What follows belongs to an exercise in optimizing a design on an open flow for small area; a production flow would make more cautious choices.
At most, simulation tests tie the RTL to the original design; equivalence was not proved.
Power figures rest on the tool's default switching activity, not on a simulated workload.

==> inputs of v21 <==
// regfile_sb
module regfile_sb
#(
    parameter  int XLEN   = rf_pkg::XLEN_DEF,
    parameter  int NREGS  = rf_pkg::NREGS_DEF,
    parameter  int NRD    = 2,
    parameter  int BYPASS = 1,
    localparam int AW     = $clog2(NREGS)
) (
    input  logic                clk,
    input  logic                rst_n,
    input  logic [NRD*AW-1:0]   rd_addr,
    output logic [NRD*XLEN-1:0] rd_data,
    output logic [NRD-1:0]      rd_busy,
    input  logic                we,
    input  logic [AW-1:0]       wa,
    input  logic [XLEN-1:0]     din,
    input  logic                iss_valid,
    input  logic [AW-1:0]       iss_rd,
    input  logic                flush,
    output logic [NREGS-1:0]    busy_vec
);
clock: 6.0 ns
lec_check: 0
cap_margin: 10
core_margin: 2
core_utilization: 45
setup_slack_margin: 0.2
slew_margin: 10
synth_hierarchical: 1
synth_minimum_keep_size: 0
standard.sh (not shown) runs the stock make flow with config.mk's settings and CLKGATE_MAP_FILE= SYNTH_SCRIPT=/design/flow/synth_recipe.tcl, a recipe that flattens the netlist after the stock synthesis.
==> flow/flow/run.sh <==
#!/bin/bash
# Standard layout (the standard.sh) with these changes: the floorplan step
# removes synthesis buffers instead of running an early timing repair on the
# unplaced netlist; ports are buffered with buf_1 instead of the flow's default
# delay buffer; and the clock tree is built from clkbuf_8 cells in clusters of
# up to 16 sinks, without dummy loads. Each tool's full output goes to its own
# log under orfs/logs; make's output goes to make.log in this folder.
set -euo pipefail
export BUFFER_PORTS_ARGS="-buffer_cell sky130_fd_sc_hd__buf_1"
export CTS_ARGS="-sink_clustering_enable -repair_clock_nets -dont_use_dummy_load -sink_clustering_size 16 -sink_clustering_max_diameter 80 -buf_list {sky130_fd_sc_hd__clkbuf_8}"
bash standard.sh REMOVE_ABC_BUFFERS=1 finish > make.log 2>&1
==> v39: changes against v21 <==
==> flow/run.sh (new file) <==
#!/bin/bash
# synth_recipe.tcl (not shown) runs the flow's synth.tcl, then flattens the netlist and writes it again
# the make line also repeats each setting of config.mk as NAME=value (left out here)
make -C /OpenROAD-flow-scripts/flow DESIGN_CONFIG=/design/flow/config.mk WORK_HOME=/design/flow/orfs CLKGATE_MAP_FILE= SYNTH_SCRIPT=/design/flow/synth_recipe.tcl finish
CAP_MARGIN = 20   (was 10)
CORE_UTILIZATION = 40   (was 45)
SETUP_SLACK_MARGIN = 0.4   (was 0.2)
SLEW_MARGIN = 20   (was 10)
removed: flow/flow/run.sh
removed: flow/standard.sh
==> comparison <==
v21 produced a clean layout. v39 went through all stages and came out clean. Against v39, the cell area of v21 is lower by 14%. Setup slack: v21 is worse than v39 (0.12 ns). Between v21 and v39, the lower utilization is in v21 (gap 1.9 points). Sequential share of layout area: v21 is higher than v39 (6.6 points). Of v21 and v39, v21 has the higher global-route usage (gap 2.6 points). In synthesized cell count, v39 and v21 do not differ. Clock power: v39 is larger than v21 (about 100%). Against v21, the first-iteration DRC count of v39 is lower by 6.9%. Of v21 and v39, v39 has the higher combinational power (gap 14%, measured against v39). Of v39 and v21, v39 has the higher non-clock buffer count (gap 327). Against v39, the clock-buffer cell count of v21 is lower by 78.

---

==> run a <==
Another version of the RTL of regfile_sb (not shown whole).
// regfile_sb
module regfile_sb
#(
    parameter  int XLEN   = rf_pkg::XLEN_DEF,
    parameter  int NREGS  = rf_pkg::NREGS_DEF,
    parameter  int NRD    = 2,
    parameter  int BYPASS = 1,
    localparam int AW     = $clog2(NREGS)
) (
    input  logic                clk,
    input  logic                rst_n,
    input  logic [NRD*AW-1:0]   rd_addr,
    output logic [NRD*XLEN-1:0] rd_data,
    output logic [NRD-1:0]      rd_busy,
    input  logic                we,
    input  logic [AW-1:0]       wa,
    input  logic [XLEN-1:0]     din,
    input  logic                iss_valid,
    input  logic [AW-1:0]       iss_rd,
    input  logic                flush,
    output logic [NREGS-1:0]    busy_vec
);
    localparam int NSRC = NREGS;
    localparam int NG3  = NSRC / 3;
    localparam int NREM = NSRC - 3 * NG3;    
    localparam int NLO  = 4;
    localparam int NHI  = NREGS / NLO;
    logic [NREGS-1:0] w_busy;
    logic [NREGS-1:0] w_wsel;      
    logic [NREGS-1:0] w_wkeep;     
    logic [NREGS-1:0] r_valid;     
    logic [XLEN-1:0]  r_q [NREGS];
    logic [NLO-1:0]   w_wlo;
    logic [NHI-1:0]   w_whi;
  ...
==> module rf_orout, before the edit <==
module rf_orout #(
    parameter int N = 10,
    parameter int M = 2
) (
    input  logic [N-1:0] x_n,
    input  logic [M-1:0] s,
    input  logic [M-1:0] d,
    output logic         y
);
    assign y = ~&x_n | |(s & d);
endmodule
==> module regfile_sb, before the edit <==
module regfile_sb
#(
    parameter  int XLEN   = rf_pkg::XLEN_DEF,
    parameter  int NREGS  = rf_pkg::NREGS_DEF,
    parameter  int NRD    = 2,
    parameter  int BYPASS = 1,
    localparam int AW     = $clog2(NREGS)
) (
    input  logic                clk,
    input  logic                rst_n,
    input  logic [NRD*AW-1:0]   rd_addr,
    output logic [NRD*XLEN-1:0] rd_data,
    output logic [NRD-1:0]      rd_busy,
    input  logic                we,
    input  logic [AW-1:0]       wa,
    input  logic [XLEN-1:0]     din,
    input  logic                iss_valid,
    input  logic [AW-1:0]       iss_rd,
    input  logic                flush,
    output logic [NREGS-1:0]    busy_vec
);
    localparam int NSRC = NREGS;
    localparam int NG3  = NSRC / 3;
    localparam int NREM = NSRC - 3 * NG3;    
    localparam int NLO  = 4;
    localparam int NHI  = NREGS / NLO;
    logic [NREGS-1:0] w_busy;
    logic [NREGS-1:0] w_wsel;      
    logic [NREGS-1:0] w_wkeep;     
    logic [NREGS-1:0] r_valid;     
    logic [XLEN-1:0]  r_q [NREGS];
    logic [NLO-1:0]   w_wlo;
    logic [NHI-1:0]   w_whi;
    always_comb begin
        for (int j = 0; j < NLO; j++) begin
            w_wlo[j] = we && (wa % NLO == j);
        end
        for (int j = 0; j < NHI; j++) begin
            w_whi[j] = (wa / NLO == j);
        end
        for (int i = 0; i < NREGS; i++) begin
            w_wsel[i]  = (i != 0) && w_wlo[i % NLO] && w_whi[i / NLO];
            w_wkeep[i] = !w_wsel[i];
        end
    end
    always_ff @(posedge clk or negedge rst_n) begin
        if (!rst_n) begin
            r_valid <= '0;
        end else begin
            r_valid <= r_valid | w_wsel;
        end
    end
    assign r_q[0] = '0;
    generate
        for (genvar i = 1; i < NREGS; i++) begin : g_reg
            logic [XLEN-1:0] w_nxt;
            logic [XLEN-1:0] r_data;
            for (genvar b = 0; b < XLEN; b++) begin : g_bit
                rf_hold u_hold (
                    .ld   (w_wsel[i]),
                    .hold (w_wkeep[i]),
                    .d    (din[b]),
                    .q    (r_data[b]),
                    .y    (w_nxt[b])
                );
            end
            always_ff @(posedge clk) begin
                r_data <= w_nxt;
            end
            assign r_q[i] = r_data;
        end
    endgenerate
    rf_scoreboard #(
        .NREGS (NREGS)
    ) u_scoreboard (
        .clk       (clk),
        .rst_n     (rst_n),
        .iss_valid (iss_valid),
        .iss_rd    (iss_rd),
        .wb_keep   (w_wkeep),
        .flush     (flush),
        .busy_vec  (w_busy)
    );
    assign busy_vec = w_busy;
    generate
        for (genvar k = 0; k < NRD; k++) begin : g_rd
            logic [AW-1:0]   w_addr;
            logic [NLO-1:0]  w_lo;
            logic [NHI-1:0]  w_hi;      
            logic [NSRC-1:0] w_sel;     
            logic            w_hit;
            assign w_addr = rd_addr[k*AW +: AW];
            assign w_hit = (BYPASS != 0) && we && (wa == w_addr) && (w_addr != '0);
            always_comb begin
                for (int j = 0; j < NLO; j++) begin
                    w_lo[j] = (w_addr % NLO == j);
                end
                for (int j = 0; j < NHI; j++) begin
                    w_hi[j] = (w_addr / NLO == j) && !w_hit;
                end
                for (int i = 1; i < NREGS; i++) begin
                    w_sel[i-1] = w_lo[i % NLO] && w_hi[i / NLO] && r_valid[i];
                end
                w_sel[NSRC-1] = w_hit;
            end
            logic [NREGS-1:0] w_bsel;
            always_comb begin
                w_bsel[0] = 1'b0;
                for (int i = 1; i < NREGS; i++) begin
                    w_bsel[i] = w_lo[i % NLO] && w_hi[i / NLO] && w_busy[i];
                end
            end
            assign rd_busy[k] = |w_bsel;
            for (genvar b = 0; b < XLEN; b++) begin : g_bit
                logic [NSRC-1:0] w_src;
                logic [NG3-1:0]  w_part_n;
                for (genvar i = 1; i < NREGS; i++) begin : g_src
                    assign w_src[i-1] = r_q[i][b];
                end
                assign w_src[NSRC-1] = din[b];
                for (genvar g = 0; g < NG3; g++) begin : g_g3
                    rf_aoi222 u_ao (
                        .s   (w_sel[3*g +: 3]),
                        .d   (w_src[3*g +: 3]),
                        .y_n (w_part_n[g])
                    );
                end
                rf_orout #(
                    .N (NG3),
                    .M (NREM)
                ) u_or (
                    .x_n (w_part_n),
                    .s   (w_sel[NSRC-1 -: NREM]),
                    .d   (w_src[NSRC-1 -: NREM]),
                    .y   (rd_data[k*XLEN + b])
                );
            end
        end
    endgenerate
endmodule
Settings: LEC_CHECK=0, CAP_MARGIN=20, CORE_MARGIN=2, CORE_UTILIZATION=50, SLEW_MARGIN=20, SYNTH_HIERARCHICAL=1, SYNTH_MINIMUM_KEEP_SIZE=0; clock period 6.0 ns.
==> flow/flow/run.sh <==
#!/bin/bash
# Standard layout with two changes: ports are buffered with buf_2 instead of
# the flow's default delay buffer, and the clock tree is built without dummy
# loads. Each tool's output goes to the ORFS logs under orfs/logs; make's own
# output goes to make.log here.
set -euo pipefail
export BUFFER_PORTS_ARGS="-buffer_cell sky130_fd_sc_hd__buf_2"
export CTS_ARGS="-sink_clustering_enable -repair_clock_nets -dont_use_dummy_load"
bash standard.sh > make.log 2>&1
==> run b: changes against run a <==
==> flow/design.v (replaced) <==
`default_nettype none
package rf_pkg;
    localparam int XLEN_DEF  = 32;
    localparam int NREGS_DEF = 32;
    localparam int ZERO_REG  = 0;
    typedef logic [$clog2(NREGS_DEF)-1:0] reg_addr_t;
    typedef logic [XLEN_DEF-1:0]          word_t;
endpackage : rf_pkg
`default_nettype wire
`default_nettype none
module rf_scoreboard
#(
    parameter  int NREGS = 32,
    localparam int AW    = $clog2(NREGS)
) (
    input  logic             clk,
    input  logic             rst_n,
    input  logic             iss_valid,
    input  logic [AW-1:0]    iss_rd,
    input  logic             we,
    input  logic [AW-1:0]    wa,
    input  logic             flush,
    output logic [NREGS-1:0] busy_vec
);
    logic [NREGS-1:0] r_busy;
    logic [NREGS-1:0] w_busy_nxt;
    always_comb begin
        w_busy_nxt = r_busy;
        if (flush) begin
            w_busy_nxt = '0;
        end else begin
            if (we) begin
                w_busy_nxt[wa] = 1'b0;
            end
            if (iss_valid) begin
                w_busy_nxt[iss_rd] = 1'b1;
            end
        end
        w_busy_nxt[rf_pkg::ZERO_REG] = 1'b0;
    end
    always_ff @(posedge clk or negedge rst_n) begin
        if (!rst_n) begin
            r_busy <= '0;
        end else begin
            r_busy <= w_busy_nxt;
        end
    end
    assign busy_vec = r_busy;
endmodule
`default_nettype wire
`default_nettype none
module regfile_sb
#(
    parameter  int XLEN   = rf_pkg::XLEN_DEF,
    parameter  int NREGS  = rf_pkg::NREGS_DEF,
    parameter  int NRD    = 2,
    parameter  int BYPASS = 1,
    localparam int AW     = $clog2(NREGS)
) (
    input  logic                clk,
    input  logic                rst_n,
    input  logic [NRD*AW-1:0]   rd_addr,
    output logic [NRD*XLEN-1:0] rd_data,
    output logic [NRD-1:0]      rd_busy,
    input  logic                we,
    input  logic [AW-1:0]       wa,
    input  logic [XLEN-1:0]     din,
    input  logic                iss_valid,
    input  logic [AW-1:0]       iss_rd,
    input  logic                flush,
    output logic [NREGS-1:0]    busy_vec
);
    localparam logic [AW-1:0] c_ZERO_ADDR = AW'(rf_pkg::ZERO_REG);
    logic [XLEN-1:0]  r_regs [NREGS];
    logic [NREGS-1:0] w_busy;
    always_ff @(posedge clk or negedge rst_n) begin
        if (!rst_n) begin
            for (int i = 0; i < NREGS; i++) begin
                r_regs[i] <= '0;
            end
        end else if (we && (wa != c_ZERO_ADDR)) begin
            r_regs[wa] <= din;
        end
    end
    rf_scoreboard #(
        .NREGS (NREGS)
    ) u_scoreboard (
        .clk       (clk),
        .rst_n     (rst_n),
        .iss_valid (iss_valid),
        .iss_rd    (iss_rd),
        .we        (we),
        .wa        (wa),
        .flush     (flush),
        .busy_vec  (w_busy)
    );
    assign busy_vec = w_busy;
    generate
        for (genvar k = 0; k < NRD; k++) begin : g_rd
            logic [AW-1:0] w_addr;
            logic          w_zero;
            logic          w_hit;
            assign w_addr = rd_addr[k*AW +: AW];
            assign w_zero = (w_addr == c_ZERO_ADDR);
            assign w_hit  = (BYPASS != 0) && we && (wa == w_addr) && !w_zero;
            assign rd_data[k*XLEN +: XLEN] = w_zero ? '0 :
                                             w_hit  ? din : r_regs[w_addr];
            assign rd_busy[k] = w_hit ? 1'b0 : w_busy[w_addr];
        end
    endgenerate
endmodule
`default_nettype wire
==> flow/run.sh (new file) <==
#!/bin/bash
# synth_recipe.tcl (not shown) runs the flow's synth.tcl, then flattens the netlist and writes it again
# the make line also repeats each setting of config.mk as NAME=value (left out here)
make -C /OpenROAD-flow-scripts/flow DESIGN_CONFIG=/design/flow/config.mk WORK_HOME=/design/flow/orfs CLKGATE_MAP_FILE= SYNTH_SCRIPT=/design/flow/synth_recipe.tcl finish
- CORE_UTILIZATION: 50 -> 30
- SETUP_SLACK_MARGIN: not set -> 0.4
- SYNTH_HIERARCHICAL: 1 -> not set
- SYNTH_MINIMUM_KEEP_SIZE: 0 -> not set
removed: flow/flow/run.sh
removed: flow/standard.sh
==> run c: changes against run a <==
--- a/flow/design.v
+++ b/flow/design.v
@@ -73,20 +73,17 @@
     input  logic [2:0] d,
     output logic       y_n
 );
     assign y_n = ~|(s & d);
 endmodule
-module rf_orout #(
-    parameter int N = 10,
-    parameter int M = 2
+module rf_nandn #(
+    parameter int N = 11
 ) (
     input  logic [N-1:0] x_n,
-    input  logic [M-1:0] s,
-    input  logic [M-1:0] d,
     output logic         y
 );
-    assign y = ~&x_n | |(s & d);
+    assign y = ~&x_n;
 endmodule
 `default_nettype wire
 `default_nettype none
 module regfile_sb
 #(
@@ -109,12 +106,11 @@
     input  logic                flush,
     output logic [NREGS-1:0]    busy_vec
 );
     localparam int NSRC = NREGS;
     localparam int NG3  = NSRC / 3;
-    localparam int NREM = NSRC - 3 * NG3;    
-    localparam int NLO  = 4;
+        localparam int NLO  = 4;
     localparam int NHI  = NREGS / NLO;
     logic [NREGS-1:0] w_busy;
     logic [NREGS-1:0] w_wsel;      
     logic [NREGS-1:0] w_wkeep;     
     logic [NREGS-1:0] r_valid;     
@@ -174,38 +170,40 @@
     assign busy_vec = w_busy;
     generate
         for (genvar k = 0; k < NRD; k++) begin : g_rd
             logic [AW-1:0]   w_addr;
             logic [NLO-1:0]  w_lo;
-            logic [NHI-1:0]  w_hi;      
+            logic [NHI-1:0]  w_hi;
             logic [NSRC-1:0] w_sel;     
             logic            w_hit;
             assign w_addr = rd_addr[k*AW +: AW];
             assign w_hit = (BYPASS != 0) && we && (wa == w_addr) && (w_addr != '0);
             always_comb begin
                 for (int j = 0; j < NLO; j++) begin
                     w_lo[j] = (w_addr % NLO == j);
                 end
                 for (int j = 0; j < NHI; j++) begin
-                    w_hi[j] = (w_addr / NLO == j) && !w_hit;
+                    w_hi[j] = (w_addr / NLO == j);
                 end
                 for (int i = 1; i < NREGS; i++) begin
-                    w_sel[i-1] = w_lo[i % NLO] && w_hi[i / NLO] && r_valid[i];
+                    w_sel[i-1] = w_lo[i % NLO] && w_hi[i / NLO] && r_valid[i] &&
+                                 !(BYPASS != 0 && w_wsel[i]);
                 end
                 w_sel[NSRC-1] = w_hit;
             end
             logic [NREGS-1:0] w_bsel;
             always_comb begin
                 w_bsel[0] = 1'b0;
                 for (int i = 1; i < NREGS; i++) begin
-                    w_bsel[i] = w_lo[i % NLO] && w_hi[i / NLO] && w_busy[i];
+                    w_bsel[i] = w_lo[i % NLO] && w_hi[i / NLO] && w_busy[i] &&
+                                !(BYPASS != 0 && w_wsel[i]);
                 end
             end
             assign rd_busy[k] = |w_bsel;
             for (genvar b = 0; b < XLEN; b++) begin : g_bit
                 logic [NSRC-1:0] w_src;
-                logic [NG3-1:0]  w_part_n;
+                logic [NG3:0]    w_part_n;
                 for (genvar i = 1; i < NREGS; i++) begin : g_src
                     assign w_src[i-1] = r_q[i][b];
                 end
                 assign w_src[NSRC-1] = din[b];
                 for (genvar g = 0; g < NG3; g++) begin : g_g3
@@ -213,17 +211,16 @@
                         .s   (w_sel[3*g +: 3]),
                         .d   (w_src[3*g +: 3]),
                         .y_n (w_part_n[g])
                     );
                 end
-                rf_orout #(
-                    .N (NG3),
-                    .M (NREM)
+                assign w_part_n[NG3] = !((w_sel[NSRC-2] && w_src[NSRC-2]) ||
+                                         (w_sel[NSRC-1] && w_src[NSRC-1]));
+                rf_nandn #(
+                    .N (NG3 + 1)
                 ) u_or (
                     .x_n (w_part_n),
-                    .s   (w_sel[NSRC-1 -: NREM]),
-                    .d   (w_src[NSRC-1 -: NREM]),
                     .y   (rd_data[k*XLEN + b])
                 );
             end
         end
     endgenerate
==> flow/flow/run.sh (replaced) <==
#!/bin/bash
# Standard layout (the standard.sh) with these changes: ports are
# buffered with buf_2 instead of the flow's default delay buffer; the clock
# tree is built from clkbuf_8 cells in clusters of up to 16 sinks, without
# dummy loads; and timing repair may resize a cell to one of another
# footprint. Each tool's full output goes to its own log under orfs/logs;
# make's output goes to make.log in this folder.
set -euo pipefail
export BUFFER_PORTS_ARGS="-buffer_cell sky130_fd_sc_hd__buf_2"
export CTS_ARGS="-sink_clustering_enable -repair_clock_nets -dont_use_dummy_load -sink_clustering_size 16 -sink_clustering_max_diameter 80 -buf_list {sky130_fd_sc_hd__clkbuf_8}"
bash standard.sh MATCH_CELL_FOOTPRINT=0 finish > make.log 2>&1
- CORE_UTILIZATION: 50 -> 38
- SETUP_SLACK_MARGIN: not set -> 0.3
==> qor summary <==
|  | run a | run b | run c |
|---|---|---|---|
| Met2 routed wirelength | 86800 um | 122000 um | 82700 um |
| Fraction of final layout cells sized beyond drive strength 1 | 15.7% | 36.7% | 14.8% |
| Worst hold slack across all endpoints | 0.480 ns | 0.449 ns | 0.474 ns |
| Result of the run | complete, but fails checks | no timing/DRC/antenna violations | no timing/DRC/antenna violations |
| Layout check failures | negative setup slack | - | - |
| Detail-routed via count per cell | 8.71 | 6.76 | 7.98 |
| Maximum fanout along the worst path | 26 | 20 | 14 |
| Iteration count of the initial detailed-routing pass | 14 | 7 | 13 |
| Fraction of area in multi-input gates | 41.6% | 41.4% | 43.5% |
| Combinational Power | 2.31 mW | 3.27 mW | 2.26 mW |
| Tap cells | 1070 | 2355 | 1414 |
| Fraction of area in registers | 44.3% | 39.0% | 44.9% |
| Worst hold path cell count | 1 | - | 1 |
| Most common cell after layout, fill and taps aside | a22o_1 | dfrtp_1 | - |
| Seq pwr share | 53.5% | 47.2% | 62.1% |
| Wire length on met3 | 35300 um | 41100 um | 32700 um |
| Post-Synthesis Cells | 3458 | 4772 | 3544 |
| Tightest slew margin relative to the limit | 15.7% | 1.69% | 18.8% |
| Combinational cell fraction of total power | 13.0% | 16.1% | 14.8% |
| Maximum VDD drop | 0.239 mV | 0.272 mV | 0.152 mV |
The RTL of run a was laid out without a check of its function.

## port drivers added, routing unchanged
In the flow no input, the clock included, has a driving cell. The finished layouts below were timed again as built, in two steps. Step 1 assumes that a clkbuf_16 drives the clock port and a buf_2 every other input. Step 2 times the ports against the registers' clock, not the clock port: input delays grow and output delays shrink by t, the midpoint of the rising clock arrivals with the driver on. Slacks: ideal ports / drivers / drivers and shift; pairs: ideal ports / drivers.
run	t, ns	setup slack, ns	clock arrival spread, ns	slew at the worst register clock pin (ns)	cell pins on the clock port's net
v21	0.797	0.180 / 0.158 / 0.158	0.110 / 0.110	0.11 / 0.11	1
v39	0.798	0.300 / 0.269 / 0.269	0.046 / 0.045	0.07 / 0.07	1
run a	0.762	-0.019 / -0.061 / -0.061	0.047 / 0.046	0.06 / 0.06	1
run b	0.854	0.221 / 0.125 / 0.125	0.088 / 0.088	0.07 / 0.07	1
run c	0.806	0.315 / 0.290 / 0.290	0.107 / 0.106	0.12 / 0.12	1
For run b, which loses most, drivers alone change the setup slack by -0.096 ns; drivers and shift together by -0.096 ns.
